Background: an optimization exercise with open tools, aiming at small area. Do not read the settings as production practice. In this exercise RTL edits were held to simulation tests only and were not proved equivalent to the original. Power is estimated from default activity; no workload was simulated.

===== flow/design.v =====
package morph_pkg;
  localparam int WIN = 3;
  localparam int GRP  = 4;
  localparam int GBIT = 5;
endpackage
module bin_line_buffer #(
  parameter int DEPTH = 159,
  parameter int WIDTH = 5
) (
  input  logic             clk_i,
  input  logic             shift_en_i,
  input  logic [WIDTH-1:0] word_i,
  output logic [WIDTH-1:0] word_o
);
  logic [DEPTH*WIDTH-1:0] sr_reg;
  always_ff @(posedge clk_i) begin
    if (shift_en_i) begin
      sr_reg <= {sr_reg[(DEPTH-1)*WIDTH-1:0], word_i};
    end
  end
  assign word_o = sr_reg[DEPTH*WIDTH-1 -: WIDTH];
endmodule
module binary_erode3x3 #(
  parameter int DATA_WIDTH = 8,
  parameter int IMG_WIDTH  = 640,
  parameter int IMG_HEIGHT = 480
) (
  input  logic                  clk_i,
  input  logic                  rst_i,
  input  logic                  pixel_datav_i,
  input  logic                  pixel_sof_i,
  input  logic [DATA_WIDTH-1:0] pixel_data_i,
  output logic                  erode_datav_o,
  output logic                  erode_sof_o,
  output logic [DATA_WIDTH-1:0] erode_data_o,
  output logic                  overrun_o
);
  localparam int GRP    = morph_pkg::GRP;
  localparam int GBIT   = morph_pkg::GBIT;
  localparam int NGRP   = IMG_WIDTH / GRP - 1;
  localparam logic [7:0] GRP_LAST  = 8'd45;    
  localparam logic [8:0] ROW_ONE   = 9'd1;     
  localparam logic [8:0] ROW_FLUSH = 9'd36;    
  localparam logic [8:0] ROW_END   = 9'd73;    
  logic            active_reg;
  logic [1:0]      ph_reg;
  logic [7:0]      grp_reg;
  logic [8:0]      row_reg;
  logic            datav_reg;
  logic            sof_reg;
  logic            data_reg;
  logic            overrun_reg;
  logic            flush;
  logic            beat;
  logic            restart;
  logic [1:0]      ph_b;
  logic            grp0;
  logic            col_last;
  logic            row0;
  logic            row1;
  logic            row_end;
  logic            p_in;
  logic            p1_reg, p2_reg;
  logic            h_cur;
  logic [5:1]      hs_reg;
  logic [4:1]      ws_reg;
  logic [4:1]      rb_reg;
  logic [3:1]      rw_reg;
  logic            e_old;
  logic            w_new;
  logic [GRP-1:0]  enc_b, enc_w;
  logic [GBIT-1:0] enc_c;
  logic [GBIT-1:0] dec_c;
  logic [GRP-1:0]  dec_b, dec_w;
  logic [1:0]      rd_sel;
  logic            grp_shift;
  assign row_end = (row_reg == ROW_END);
  assign flush   = active_reg && (row_end || row_reg == ROW_FLUSH);
  assign restart = pixel_datav_i && pixel_sof_i && !flush;
  assign beat    = flush || (pixel_datav_i && (pixel_sof_i || active_reg));
  assign ph_b    = restart ? '0 : ph_reg;
  assign grp0     = restart || (grp_reg == '0);
  assign col_last = (ph_b == 2'd3) && (grp_reg == GRP_LAST);
  assign row0     = restart || (row_reg == '0);
  assign row1     = !restart && (row_reg == ROW_ONE);
  assign p_in  = |pixel_data_i;
  assign h_cur = p2_reg && p1_reg && p_in && !(grp0 && !ph_b[1]);
  assign e_old = rb_reg[4] && rb_reg[3] && rb_reg[2];
  assign w_new = e_old && h_cur && !row0;
  assign enc_b[0] = hs_reg[5] | hs_reg[4] | hs_reg[3];
  assign enc_b[1] = hs_reg[4] | hs_reg[3] | hs_reg[2];
  assign enc_b[2] = hs_reg[3] | hs_reg[2] | hs_reg[1];
  assign enc_b[3] = hs_reg[2] | hs_reg[1] | h_cur;
  assign enc_w    = {ws_reg[1], ws_reg[2], ws_reg[3], ws_reg[4]};
  assign grp_shift = beat && (ph_b == 2'd1);
  always_comb begin
    if (&enc_b) begin
      enc_c = {1'b1, enc_w[3], enc_w[2], enc_w[1], enc_w[0]};
    end else if (!enc_b[1] && !enc_b[2]) begin
      enc_c = {1'b1, enc_b[0] | enc_b[3], !enc_b[0], enc_b[0], !enc_b[0] | enc_b[3]};
    end else if (enc_b[0] && enc_b[1]) begin
      enc_c = {2'b00, enc_b[2], enc_w[1] | enc_b[3], enc_w[0]};
    end else begin
      enc_c = {2'b01, enc_b[1], enc_w[2] | enc_b[0], enc_w[3]};
    end
  end
  bin_line_buffer #(
    .DEPTH(NGRP),
    .WIDTH(GBIT)
  ) u_store (
    .clk_i     (clk_i),
    .shift_en_i(grp_shift),
    .word_i    (enc_c),
    .word_o    (dec_c)
  );
  always_comb begin
    dec_b = '0;
    dec_w = '0;
    if (dec_c[4]) begin
      if ((dec_c[0] && !dec_c[1] && dec_c[2]) || (dec_c[1] && !dec_c[2] && dec_c[3])) begin
        dec_b = {dec_c[3] & dec_c[0], 2'b00, dec_c[1]};
      end else begin
        dec_b = 4'b1111;
        dec_w = dec_c[3:0];
      end
    end else if (!dec_c[3]) begin
      dec_b = {dec_c[1] & !dec_c[2], dec_c[2], 2'b11};
      dec_w = {2'b00, dec_c[2] & dec_c[1], dec_c[0]};
    end else begin
      dec_b = {2'b11, dec_c[2], dec_c[1] & !dec_c[2]};
      dec_w = {dec_c[0], dec_c[2] & dec_c[1], 2'b00};
    end
  end
  assign rd_sel = ph_b + 2'd2;
  always_ff @(posedge clk_i) begin
    if (beat) begin
      p1_reg <= p_in;
      p2_reg <= p1_reg;
      hs_reg <= {hs_reg[4:1], h_cur};
      ws_reg <= {ws_reg[3:1], w_new};
      rb_reg <= {rb_reg[3:1], dec_b[rd_sel]};
      rw_reg <= {rw_reg[2:1], dec_w[rd_sel]};
    end
  end
  always_ff @(posedge clk_i) begin
    if (rst_i) begin
      active_reg  <= 1'b0;
      datav_reg   <= 1'b0;
      sof_reg     <= 1'b0;
      data_reg    <= 1'b0;
      overrun_reg <= 1'b0;
    end else begin
      datav_reg <= beat && !row0 && !(row1 && grp0 && ph_b == 2'd0);
      sof_reg   <= beat && row1 && grp0 && (ph_b == 2'd1);
      data_reg  <= beat && !row0 && !row1 && !flush && h_cur && rw_reg[3];
      if (flush && pixel_datav_i) begin
        overrun_reg <= 1'b1;
      end
      if (restart) begin
        active_reg <= 1'b1;
      end else if (flush && row_end) begin
        active_reg <= 1'b0;
      end
    end
  end
  always_ff @(posedge clk_i) begin
    if (beat) begin
      ph_reg <= ph_b + 1'b1;
    end
    if (beat && (restart || ph_reg == 2'd3)) begin
      if (restart || grp_reg == GRP_LAST) begin
        grp_reg <= '0;
      end else begin
        grp_reg <= {grp_reg[6:0], !(grp_reg[7] ^ grp_reg[5] ^ grp_reg[4] ^ grp_reg[3])};
      end
    end
    if (beat && (restart || col_last)) begin
      if (restart) begin
        row_reg <= '0;
      end else begin
        row_reg <= {row_reg[7:0], !(row_reg[8] ^ row_reg[4])};
      end
    end
  end
  assign erode_datav_o = datav_reg;
  assign erode_sof_o   = sof_reg;
  assign erode_data_o  = {DATA_WIDTH{data_reg}};
  assign overrun_o     = overrun_reg;
endmodule

===== flow/flow/run.sh =====
#!/bin/bash
# Standard ORFS layout, with the port buffers made from the smallest buffer cell and a
# clock tree built without CTS's dummy balancing loads.
set -euo pipefail
export BUFFER_PORTS_ARGS="-buffer_cell sky130_fd_sc_hd__buf_1"
export CTS_ARGS="-sink_clustering_enable -repair_clock_nets -sink_clustering_size 18 -sink_clustering_max_diameter 50 -buf_list sky130_fd_sc_hd__clkbuf_8 -dont_use_dummy_load"
bash standard.sh > standard.log 2>&1

===== flow/standard.sh =====
#!/bin/bash
# synth_recipe.tcl (not shown) runs the flow's synth.tcl, then flattens the netlist and writes it again
# the make line also repeats each setting of config.mk as NAME=value (left out here)
make -C /OpenROAD-flow-scripts/flow DESIGN_CONFIG=/design/flow/config.mk WORK_HOME=/design/flow/orfs CLKGATE_MAP_FILE= SYNTH_SCRIPT=/design/flow/synth_recipe.tcl "${@:-finish}"

===== flow/config.mk =====
export PLATFORM = sky130hd
export DESIGN_NAME = binary_erode3x3
export DESIGN_NICKNAME = binary_erode3x3
export VERILOG_FILES = /design/flow/design.v
export SDC_FILE = /design/flow/constraint.sdc
export NUM_CORES = 4
export LEC_CHECK = 0
export CAP_MARGIN = 20
export CORE_MARGIN = 2
export CORE_UTILIZATION = 70
export CTS_BUF_LIST = sky130_fd_sc_hd__clkbuf_16
export CTS_CLUSTER_DIAMETER = 60
export CTS_CLUSTER_SIZE = 40
export SLEW_MARGIN = 20

===== flow/constraint.sdc =====
create_clock -name core_clock -period 10.0 [get_ports {clk_i}]
set_input_delay 2.0000 -clock core_clock [delete_from_list [all_inputs] [get_ports {clk_i}]]
set_output_delay 2.0000 -clock core_clock [all_outputs]
set_load 0.01 [all_outputs]

==> metrics.cfg, run 1 <==
[cts]
clock-sinks=837
cts.clk_slew.worst_paths_ns=0.10
cts_max_level=2
ctsResizeCount=0
cts_tree=done
cts_buffer_depth=3
numCtsBuffers=55
hold_buffers=0
clock_tree.root_cell=clkbuf_8
cts_setup_buffers=0
clkLatencyLatePin_ns=0.64

[critical_path]
worst-path-max-fanout=130
regToRegEndpoint=u_store.sr_reg[201]
critPathSlowestCell=nor3_4
critPathRequiredTime_ns=10.27
setup.worst_path.start=pixel_datav_i
r2r_cells=10
worstReg2RegStart=row_reg[4]
r2r_slack_ns=5.48
path_cells=buf_1 -> nand2_8 -> nor3_4 -> nor2b_1 -> inv_1 -> ha_2 -> nor2b_4 -> buf_4 -> buf_12 -> buf_16
end_kind=flip-flop
cpPeakStageDelay_ns=0.68
crit_path_start_kind=input pin
crit_end=u_store.sr_reg[201]
crit_arrival_ns=5.67
path_class=input pin to flip-flop

[drt]
first_iter_violations=766
firstDrtPassIters=5
wire_per_inst_um=19.4
totalWireLength_um=29700
route.vias.total=8866
drc=0
vias_per_cell=5.79
postRouteAntennaNets=0

[sta]
hold_viol=0
max_slew_margin_pct=31.5
rsz0062_at_grt=false
tightest_slew_ns=1.03
post-route-min-period_ns=5.40
skew_ns=0.0518
period_share_pct=54.0
setup_violations=0
slew_violations=0
fmax_mhz=185
holdWs_ns=0.361

[synthesis]
synthMostInstantiatedCell=edfxtp_1
ys_seq_elements=837
synth_top_area_cell=edfxtp_1
synth_async_sr_flop_share_pct=0
syn-num-nets=1008
synth_top_cells_by_count=832 x edfxtp_1, 18 x nand2_1, 16 x nor2_1, 16 x nor2b_1, 14 x a21oi_1
synth_ff_type=edfxtp_1
synth.distinct_cells=45
yosys_warnings=2
netlist_area_um2=26100
synth_area_leaders=edfxtp_1 96%, dfxtp_1 0.38%, nor2b_1 0.38%
synth-edff-count=832
yosysTopAreaCellShare_pct=95.9
synthCells=993
seq_area_frac_synth_pct=96.2
avgSynthCellArea_um2=26.2

[hold_path]
holdPathStages=0
min_path_type=flip-flop to flip-flop
hp-start=u_store.sr_reg[118]

[grt]
grt_max_degree=240
grt_pass1_wl_um=45500
track_usage_pct=15.3
grt_overflow=0
grt_pass1_vias=8287
antenna_found_initial=0

[pwr]
p_per_area_nw_per_um2=194
seqPwrFrac_pct=72.6
pwr-share-comb_pct=1.4
intPower_mw=4.38
vdd_drop_max_mv=0.123
leakage_nw=6.63
clockPowerShare_pct=26.0
netSwitchingFraction_pct=18.2
switching_power_uw=974

[layout]
final_nets=1081
stdcell_count=1532
final_area_um2=27600
fin_util_pct=75.3
n_antenna_cell=0
largest_reg_flops=795
syn2layout_area_growth_pct=5.75
fill_cells=1875
layout-drive-gt1-share_pct=7.52

[floorplan]
die_y_um=197
io_pins=23
die_area_um2=38800
die_w_um=197
core_um2=36600
placementRows=70
initial_core_util_pct=71.2

[place]
gp_congestion=0.844
dpl.hpwl_um=13300
io_buffer_count=22
dp_cells=1476
place_area_um2=26800

[job]
maxCapViolCount=0

[status]
outcome=complete, no violations

-- how the worst min path moves through the flow --
stage | to | slack [ns]
final | u_store.sr_reg[123] | 0.36
after floorplan | rb_reg[2] | 0.40
after detailed placement | u_store.sr_reg[120] | 0.40
after CTS | u_store.sr_reg[148] | 0.36
after global routing | u_store.sr_reg[123] | 0.36
after global placement | u_store.sr_reg[536] | 0.40
-- stage by stage --
step | setup TNS, ns | worst slack [ns] | power (mW)
after floorplan | -3824.32 | -4.81 | 4.06
after global placement | 0 | 4.28 | 4.03
after detailed placement | 0 | 4.08 | 4.04
after CTS | 0 | 4.82 | 5.43
after global routing | 0 | 4.33 | 5.55
final | 0 | 4.60 | 5.35
-- critical path: cells and delay by family --
kind	cells	cell delay [ns]
and+or+nand+nor	4	1.61
adders and majority gates	1	0.19
buffers and inverters	5	1.71
-- cell usage in the layout, fill, tap and decap left out, types with 2 or more instances in the layout --
cell type  count
nand3_1        2
buf_1         22
nor4_2         2
edfxtp_1     832
xnor2_1        3
dfxtp_1        5
o211ai_1       2
and2_1         5
xor2_1         2
buf_4          3
o22ai_1        3
a31oi_1        2
nor3_1         3
nor4_1         4
nor4b_4        2
clkbuf_8      55
o21ai_0       11
or4_1          2
a21oi_1       14
nor2b_4        2
buf_12         3
nand3b_1       2
nor2b_1       14
inv_1          8
ha_1           2
nor2_1        16
nand2_1       17
nand4_1        3
-- per-layer routing --
layer,up-vias,GRT usage (%),part of all wire [%]
li1,4041,-,-
met1,4610,25.9,51
met2,151,20.5,42
met3,64,3.03,4.2
met4,0,5.85,2.4
met5,-,0,0
-- logic make-up (layout without fill, tap and decap cells) --
| logic type | Yosys count | after routing | synth area share, % |
|---|---|---|---|
| flip-flops | 837 | 837 | 96.2 |
| AND/OR/NAND/NOR | 86 | 86 | 2.05 |
| AO/OA/AOI/OAI | 38 | 38 | 0.859 |
| buffers and inverters | 23 | 94 | 0.494 |
| XOR/XNOR | 5 | 5 | 0.168 |
| adder cells (fa/ha/maj) | 3 | 3 | 0.144 |
| multiplexers | 1 | 1 | 0.0432 |
-- power groups by stage --
| stage | combinational [mW] | clock, mW | sequential, mW |
|---|---|---|---|
| after floorplan | 0.0575 | 0 | 4.00 |
| after global placement | 0.0718 | 0 | 3.96 |
| after detailed placement | 0.0783 | 0 | 3.96 |
| after CTS | 0.0772 | 1.47 | 3.88 |
| after global routing | 0.0862 | 1.58 | 3.89 |
| final | 0.0775 | 1.39 | 3.88 |
-- layout make-up --
class | count | area [µm²] | share of cell area [%]
tap | 468 | 586 | 2.12
timing repair buffer | 30 | 204 | 0.740
inverter | 9 | 36.3 | 0.132
clock buffer | 55 | 757 | 2.75
sequential | 837 | 25100 | 91.0
multi-input combinational | 133 | 896 | 3.25
==> run 2, diff against run 1 <==
--- a/flow/config.mk
+++ b/flow/config.mk
@@ -7,7 +7,7 @@
 export LEC_CHECK = 0
 export CAP_MARGIN = 20
 export CORE_MARGIN = 2
-export CORE_UTILIZATION = 70
+export CORE_UTILIZATION = 74
 export CTS_BUF_LIST = sky130_fd_sc_hd__clkbuf_16
 export CTS_CLUSTER_DIAMETER = 60
 export CTS_CLUSTER_SIZE = 40
==> run 2 against run 1 <==
Against the previous run: total power is 0.21% lower; core utilization is 4.2 points higher; final cell count is 0.98% lower; global-route usage is 1.8 points higher; wire length is 4.8% higher; clock skew is 0.012 ns lower; critical path type unchanged; die area is 5.3% lower; flip-flop and latch count stayed put; critical path depth is 1 lower; still clean on timing, DRC and antenna; count of clock-buffer cells in the layout is 1 lower.
==> metrics.cfg, run 2 <==
[status]
outcome=complete, no violations

[cts]
cts_tree=done
numCtsBuffers=54  ; -1.8%
cts_setup_buffers=0  ; unchanged
hold_buffers=0  ; unchanged
cts_buffer_depth=3  ; unchanged
cts_max_level=2  ; unchanged
clock_tree.root_cell=clkbuf_8
ctsResizeCount=0  ; unchanged
clock-sinks=837  ; unchanged
cts.clk_slew.worst_paths_ns=0.10  ; about the same
clkLatencyLatePin_ns=0.66  ; +0.02 ns

[layout]
final_area_um2=27500  ; -0.20%
layout-drive-gt1-share_pct=7.26  ; -0.26 points
largest_reg_flops=795  ; unchanged
final_nets=1078  ; -0.28%
final_common_cell=edfxtp_1
syn2layout_area_growth_pct=5.54
mostFrequentLayoutCells=832 x edfxtp_1, 54 x clkbuf_8, 22 x buf_1

[drt]
drc=0  ; unchanged
first_iter_violations=836  ; +9.1%
postRouteAntennaNets=0  ; unchanged
totalWireLength_um=31100  ; +4.8%
vias_per_cell=5.85  ; +1.2%
route.vias.total=8882  ; +0.18%
wire_per_inst_um=20.5  ; +5.8%
firstDrtPassIters=7  ; +2

[synthesis]
synth_ff_type=edfxtp_1
synth-edff-count=832  ; unchanged
synth_top_cells_by_count=832 x edfxtp_1, 18 x nand2_1, 16 x nor2_1, 16 x nor2b_1, 14 x a21oi_1
synth.distinct_cells=45  ; unchanged
synthCells=993  ; unchanged
netlist_area_um2=26100  ; unchanged
synth_async_sr_flop_share_pct=0  ; unchanged
synth_top_area_cell=edfxtp_1
synth_area_leaders=edfxtp_1 96%, dfxtp_1 0.38%, nor2b_1 0.38%
yosys_warnings=2  ; unchanged
syn-num-nets=1008  ; unchanged
yosysTopAreaCellShare_pct=95.9  ; unchanged
synthMostInstantiatedCell=edfxtp_1
ys_seq_elements=837  ; unchanged
avgSynthCellArea_um2=26.2  ; unchanged
seq_area_frac_synth_pct=96.2  ; unchanged

[pwr]
intPower_mw=4.37  ; -0.21%
p_per_area_nw_per_um2=194  ; about the same
power_mw=5.34  ; -0.21%
switching_power_uw=972  ; -0.20%
seqPwrFrac_pct=72.7  ; about the same
clockPowerShare_pct=25.8  ; -0.2 points
pwr-share-comb_pct=1.4  ; about the same
netSwitchingFraction_pct=18.2  ; about the same
leakage_nw=6.61  ; -0.33%
vdd_drop_max_mv=0.162  ; +31%

[floorplan]
core_um2=34600  ; -5.4%
die_w_um=192  ; -2.7%
placementRows=68  ; -2.9%
initial_core_util_pct=75.3  ; +4.1 points
die_area_um2=36700  ; -5.3%
die_y_um=192  ; -2.7%
io_pins=23  ; unchanged

[critical_path]
r2r_cells=9  ; -1
worstReg2RegStart=row_reg[4]
crit_path_start_kind=input pin
critPathRequiredTime_ns=10.24  ; -0.03 ns
r2r_slack_ns=5.53  ; +0.05 ns
crit_arrival_ns=5.60  ; -0.07 ns
worst-path-max-fanout=70  ; -46%
regToRegEndpoint=u_store.sr_reg[77]
path_class=input pin to flip-flop
end_kind=flip-flop

[grt]
grt_max_degree=201  ; -16%
antenna_found_initial=0  ; unchanged
grt_pass1_vias=8345  ; +0.70%
track_usage_pct=17.1  ; +1.8 points
grt_pass1_wl_um=46700  ; +2.7%
grt_overflow=0  ; unchanged

[place]
io_buffer_count=22  ; unchanged
gp_congestion=0.791  ; -6.3%
dpl.hpwl_um=14700  ; +10%
place_area_um2=26800  ; about the same

[sta]
hold_viol=0  ; unchanged
rsz0062_at_grt=false
setup_violations=0  ; unchanged
skew_ns=0.0399  ; -0.0119 ns
period_share_pct=53.6  ; -0.44 points
post-route-min-period_ns=5.36  ; -0.0437 ns
fmax_mhz=187  ; +0.82%
slew_violations=0  ; unchanged
max_slew_margin_pct=32.2  ; +0.69 points
tightest_slew_ns=1.01  ; -0.0125 ns

[hold_path]
min_to=u_store.sr_reg[67]
holdPathStages=0  ; unchanged
min_path_type=flip-flop to flip-flop
hp-start=u_store.sr_reg[62]

[job]
maxCapViolCount=0  ; unchanged

run 2: how the worst max path moves through the flow:
stage	from	endpoint	slack [ns]	depth (start not counted)
global placement	pixel_datav_i	u_store.sr_reg[48]	4.17	9
finish	pixel_datav_i	u_store.sr_reg[77]	4.64	9
detailed placement	pixel_datav_i	u_store.sr_reg[28]	3.97	9
CTS	pixel_datav_i	u_store.sr_reg[57]	4.67	9
floorplan	pixel_datav_i	u_store.sr_reg[0]	-4.81	6
global route	pixel_datav_i	u_store.sr_reg[7]	4.39	9
run 2: logic make-up (layout without fill, tap and decap cells):
kind of cell | count (synthesis) | after routing | share of synthesized area (%)
AND/OR/NAND/NOR | 86 | 86 | 2.05
flip-flops | 837 | 837 | 96.2
buffers and inverters | 23 | 91 | 0.494
XOR/XNOR | 5 | 5 | 0.168
multiplexers | 1 | 1 | 0.0432
other | 0 | 1 | 0
AO/OA/AOI/OAI | 38 | 38 | 0.859
adder cells (fa/ha/maj) | 3 | 3 | 0.144
run 2: per-layer routing:
metal	vias up	GRT usage, %	part of all wire, %
met5	-	0	0
met3	56	4.15	4.8
met2	205	24.9	46
met1	4580	27.2	48
li1	4041	-	-
met4	0	4.47	2.0
run 2: area by class of cell:
| class | count | area, µm² |
|---|---|---|
| flip-flops and latches | 837 | 25100 |
| inverters | 9 | 36.3 |
| fillers | 1513 | 7120 |
| diodes | 1 | 2.50 |
| clock buffers | 54 | 743 |
| repair buffers | 28 | 178 |
| well taps | 455 | 569 |
| multi-input cells | 133 | 896 |
run 2: through the flow:
step	std cells	util, %	setup TNS, ns	hold WS [ns]	setup WS (ns)
final	1517	79.4	0	0.389	4.64
after global routing	1516	79.4	0	0.398	4.39
after CTS	1516	79.4	0	0.390	4.67
after detailed placement	1462	77.3	0	0.405	3.97
after global placement	1462	77.3	0	0.402	4.17
after floorplan	993	-	-3824.32	0.400	-4.81
run 2: power by group through the flow:
stage,Clock (mW),Combinational (mW),Sequential [mW]
floorplan,0,0.0575,4.00
global placement,0,0.0712,3.96
detailed placement,0,0.0784,3.96
CTS,1.44,0.0770,3.88
global route,1.57,0.0855,3.89
finish,1.38,0.0762,3.88
run 2: worst max-delay path, stage by stage:
cell and delay, ns:
buf_1 0.25, nand2_8 0.08, nor3_4 0.68, nor2b_1 0.17, inv_1 0.13, ha_2 0.19, nor2b_4 0.82, buf_4 0.52
buf_4 0.69
==> run 3, diff against run 2 <==
==> flow/flow/run.sh (replaced) <==
#!/bin/bash
# Standard ORFS layout, with the port buffers made from the smallest buffer cell and a
# clock tree built without CTS's dummy balancing loads.
set -euo pipefail
export BUFFER_PORTS_ARGS="-buffer_cell sky130_fd_sc_hd__buf_1"
export CTS_ARGS="-sink_clustering_enable -repair_clock_nets -sink_clustering_size 22 -sink_clustering_max_diameter 55 -buf_list sky130_fd_sc_hd__clkbuf_8 -dont_use_dummy_load"
bash standard.sh > standard.log 2>&1
==> run 3 against run 2 <==
Against the previous run: still clean on timing, DRC and antenna; synthesized area unchanged; wire length decreased by 1.4%; global-route usage decreased by 0.34 points; non-clock buffer count unchanged; register-to-register slack about the same; combinational power about the same; critical path depth unchanged; final area decreased by 0.35%; critical path type unchanged; critical endpoint is now u_store.sr_reg[7]; highest routed layer unchanged.
==> metrics.cfg, run 3 <==
[status]
outcome=complete, no violations

[grt]
antenna_found_initial=0  ; unchanged
grt_max_degree=201  ; unchanged
use_met3_pct=3.14  ; -1.0 points
use_met2_pct=24.9  ; about the same
track_usage_pct=16.8  ; -0.34 points
grt_overflow=0  ; unchanged
grtUsageMet1_pct=26.7  ; -0.45 points
grt_pass1_vias=8315  ; -0.36%
grt_pass1_wl_um=46300  ; -0.96%
grt.busiest_layer=met1

[job]
maxCapViolCount=0  ; unchanged

[sta]
skew_ns=0.0423  ; +0.00239 ns
period_share_pct=53.7  ; +0.096 points
tightest_slew_ns=1.01  ; -0.00532 ns
fmax_mhz=186  ; -0.18%
post-route-min-period_ns=5.37  ; +0.00957 ns
holdWs_ns=0.390  ; +0.000944 ns
setup_violations=0  ; unchanged
rsz0062_at_grt=false
max_slew_margin_pct=32.6  ; +0.36 points
slew_violations=0  ; unchanged
hold_viol=0  ; unchanged

[cts]
clock-sinks=837  ; unchanged
clkLatencyLatePin_ns=0.61  ; -0.05 ns
cts_max_level=2  ; unchanged
cts_buffer_depth=3  ; unchanged
clock_tree.root_cell=clkbuf_8
cts_setup_buffers=0  ; unchanged
ctsResizeCount=0  ; unchanged
cts_tree=done
numCtsBuffers=47  ; -13%
cts.clk_slew.worst_paths_ns=0.11  ; about the same
hold_buffers=0  ; unchanged

[synthesis]
syn-num-nets=1008  ; unchanged
yosys_warnings=2  ; unchanged
synth_area_leaders=edfxtp_1 96%, dfxtp_1 0.38%, nor2b_1 0.38%
yosysTopAreaCellShare_pct=95.9  ; unchanged
seq_area_frac_synth_pct=96.2  ; unchanged
netlist_area_um2=26100  ; unchanged
avgSynthCellArea_um2=26.2  ; unchanged
synth_async_sr_flop_share_pct=0  ; unchanged
synth.distinct_cells=45  ; unchanged
ys_seq_elements=837  ; unchanged
synth_ff_type=edfxtp_1
synth-edff-count=832  ; unchanged
synthCells=993  ; unchanged
synth_top_area_cell=edfxtp_1
synthMostInstantiatedCell=edfxtp_1
synth_top_cells_by_count=832 x edfxtp_1, 18 x nand2_1, 16 x nor2_1, 16 x nor2b_1, 14 x a21oi_1

[floorplan]
die_w_um=192  ; unchanged
core_um2=34600  ; unchanged
initial_core_util_pct=75.3  ; unchanged
die_area_um2=36700  ; unchanged
die_y_um=192  ; unchanged
io_pins=23  ; unchanged
placementRows=68  ; unchanged

[critical_path]
cpPeakStageDelay_ns=0.81  ; about the same
path_delay_family=simple AND/OR/NAND/NOR gates
worstReg2RegStart=row_reg[4]
critPathMostFrequentCell=buf_4
setup.worst_path.start=pixel_datav_i
critPathSlowestCell=nor2b_4
path_class=input pin to flip-flop
crit_buf_inv=4  ; unchanged
worst-path-max-fanout=70  ; unchanged
crit_arrival_ns=5.60  ; about the same
critPathRequiredTime_ns=10.23  ; about the same
end_kind=flip-flop
crit_path_start_kind=input pin
path_cells=buf_1 -> nand2_8 -> nor3_4 -> nor2b_1 -> inv_1 -> ha_2 -> nor2b_4 -> buf_4 -> buf_4

[layout]
final_common_cell=edfxtp_1
final_nets=1071  ; -0.65%
layout-drive-gt1-share_pct=6.64  ; -0.62 points
syn2layout_area_growth_pct=5.17
fill_cells=1517  ; +0.26%
largest_reg_flops=795  ; unchanged
mostFrequentLayoutCells=832 x edfxtp_1, 47 x clkbuf_8, 22 x buf_1
final_area_um2=27400  ; -0.35%

[pwr]
p_per_area_nw_per_um2=192  ; -1.2%
leakage_nw=6.56  ; -0.76%
vdd_drop_max_mv=0.161  ; -0.53%

[drt]
postRouteAntennaNets=0  ; unchanged
drc=0  ; unchanged
wire_per_inst_um=20.3  ; -0.97%
firstDrtPassIters=5  ; -2
vias_per_cell=5.87  ; +0.21%
first_iter_violations=806  ; -3.6%
route.vias.total=8860  ; -0.25%
totalWireLength_um=30700  ; -1.4%

[hold_path]
hp-start=u_store.sr_reg[284]
min_path_type=flip-flop to flip-flop

[place]
gp_congestion=0.791  ; unchanged
dpl.hpwl_um=14700  ; unchanged
io_buffer_count=22  ; unchanged
place_area_um2=26800  ; unchanged

==> run 3: logic make-up after synthesis <==
group | count (synthesis) | synth area share (%)
muxes | 1 | 0.0432
and+or+nand+nor | 86 | 2.05
xor gates and xnor gates | 5 | 0.168
buffers and inverters | 23 | 0.494
DFF | 837 | 96.2
AOI/OAI and AO/OA | 38 | 0.859
adders and majority gates | 3 | 0.144
==> run 3: cell type report <==
| class | count | area [µm²] | area share [%] |
|---|---|---|---|
| timing repair buffer | 28 | 178 | 0.648 |
| sequential | 837 | 25100 | 91.5 |
| inverter | 9 | 36.3 | 0.132 |
| multi-input combinational | 133 | 896 | 3.27 |
| tap | 455 | 569 | 2.08 |
| clock buffer | 47 | 647 | 2.36 |
| antenna | 1 | 2.50 | 0.00913 |
==> run 3: routing by layer <==
layer	vias up	wire length, µm
met4	0	592
met2	208	14000
met5	-	0
li1	4030	-
met3	56	1400
met1	4566	14700
==> run 3: final timing paths <==
path,endpoint,slack (ns),depth (start not counted)
setup / recovery,u_store.sr_reg[7],4.63,9
hold / removal,u_store.sr_reg[289],0.39,0
setup reg to reg,u_store.sr_reg[7],5.53,9
hold reg to reg,u_store.sr_reg[289],0.39,0
==> run 3: report_power, final <==
| part | internal, mW | switching (mW) |
|---|---|---|
| clock network | 0.426 | 0.869 |
| registers | 3.87 | 0.0149 |
| logic | 0.0146 | 0.0617 |
==> run 3: per-stage QoR <==
step | util [%] | setup slack (ns) | setup TNS [ns] | power [mW] | instances
floorplan | - | -4.81 | -3824.32 | 4.06 | 993
global placement | 77.3 | 4.17 | 0 | 4.03 | 1462
detailed placement | 77.3 | 3.97 | 0 | 4.04 | 1462
CTS | 79.2 | 4.67 | 0 | 5.32 | 1509
global route | 79.2 | 4.38 | 0 | 5.44 | 1509
finish | 79.2 | 4.63 | 0 | 5.25 | 1510

==> separate check: timing with driven ports <==
Ports are ideal in the flow. The routed layouts listed here were re-timed in OpenROAD. Step 1 sets driving cells, clkbuf_16 on the clock port and buf_2 on the other inputs (assumed; they add their load-dependent delay and slew). Step 2, shift: input delay + t, output delay - t, t = (earliest + latest rising clock arrival at the registers) / 2. This alone moves slack from input paths to output paths. Three values: ideal, step 1, step 2; two values: the first two.
run | t, ns | slack for setup (ns) | worst register clock-pin slew, ns
run 1 | 0.664 | 4.597 / 4.621 / 3.956 | 0.10 / 0.10
run 2 | 0.675 | 4.641 / 4.655 / 3.980 | 0.10 / 0.10
run 3 | 0.644 | 4.631 / 4.651 / 4.007 | 0.12 / 0.12
After both steps setup and hold are still met in every run listed. The setup slack of run 2, which loses most, moves by +0.014 ns with the drivers and by -0.661 ns with both steps.
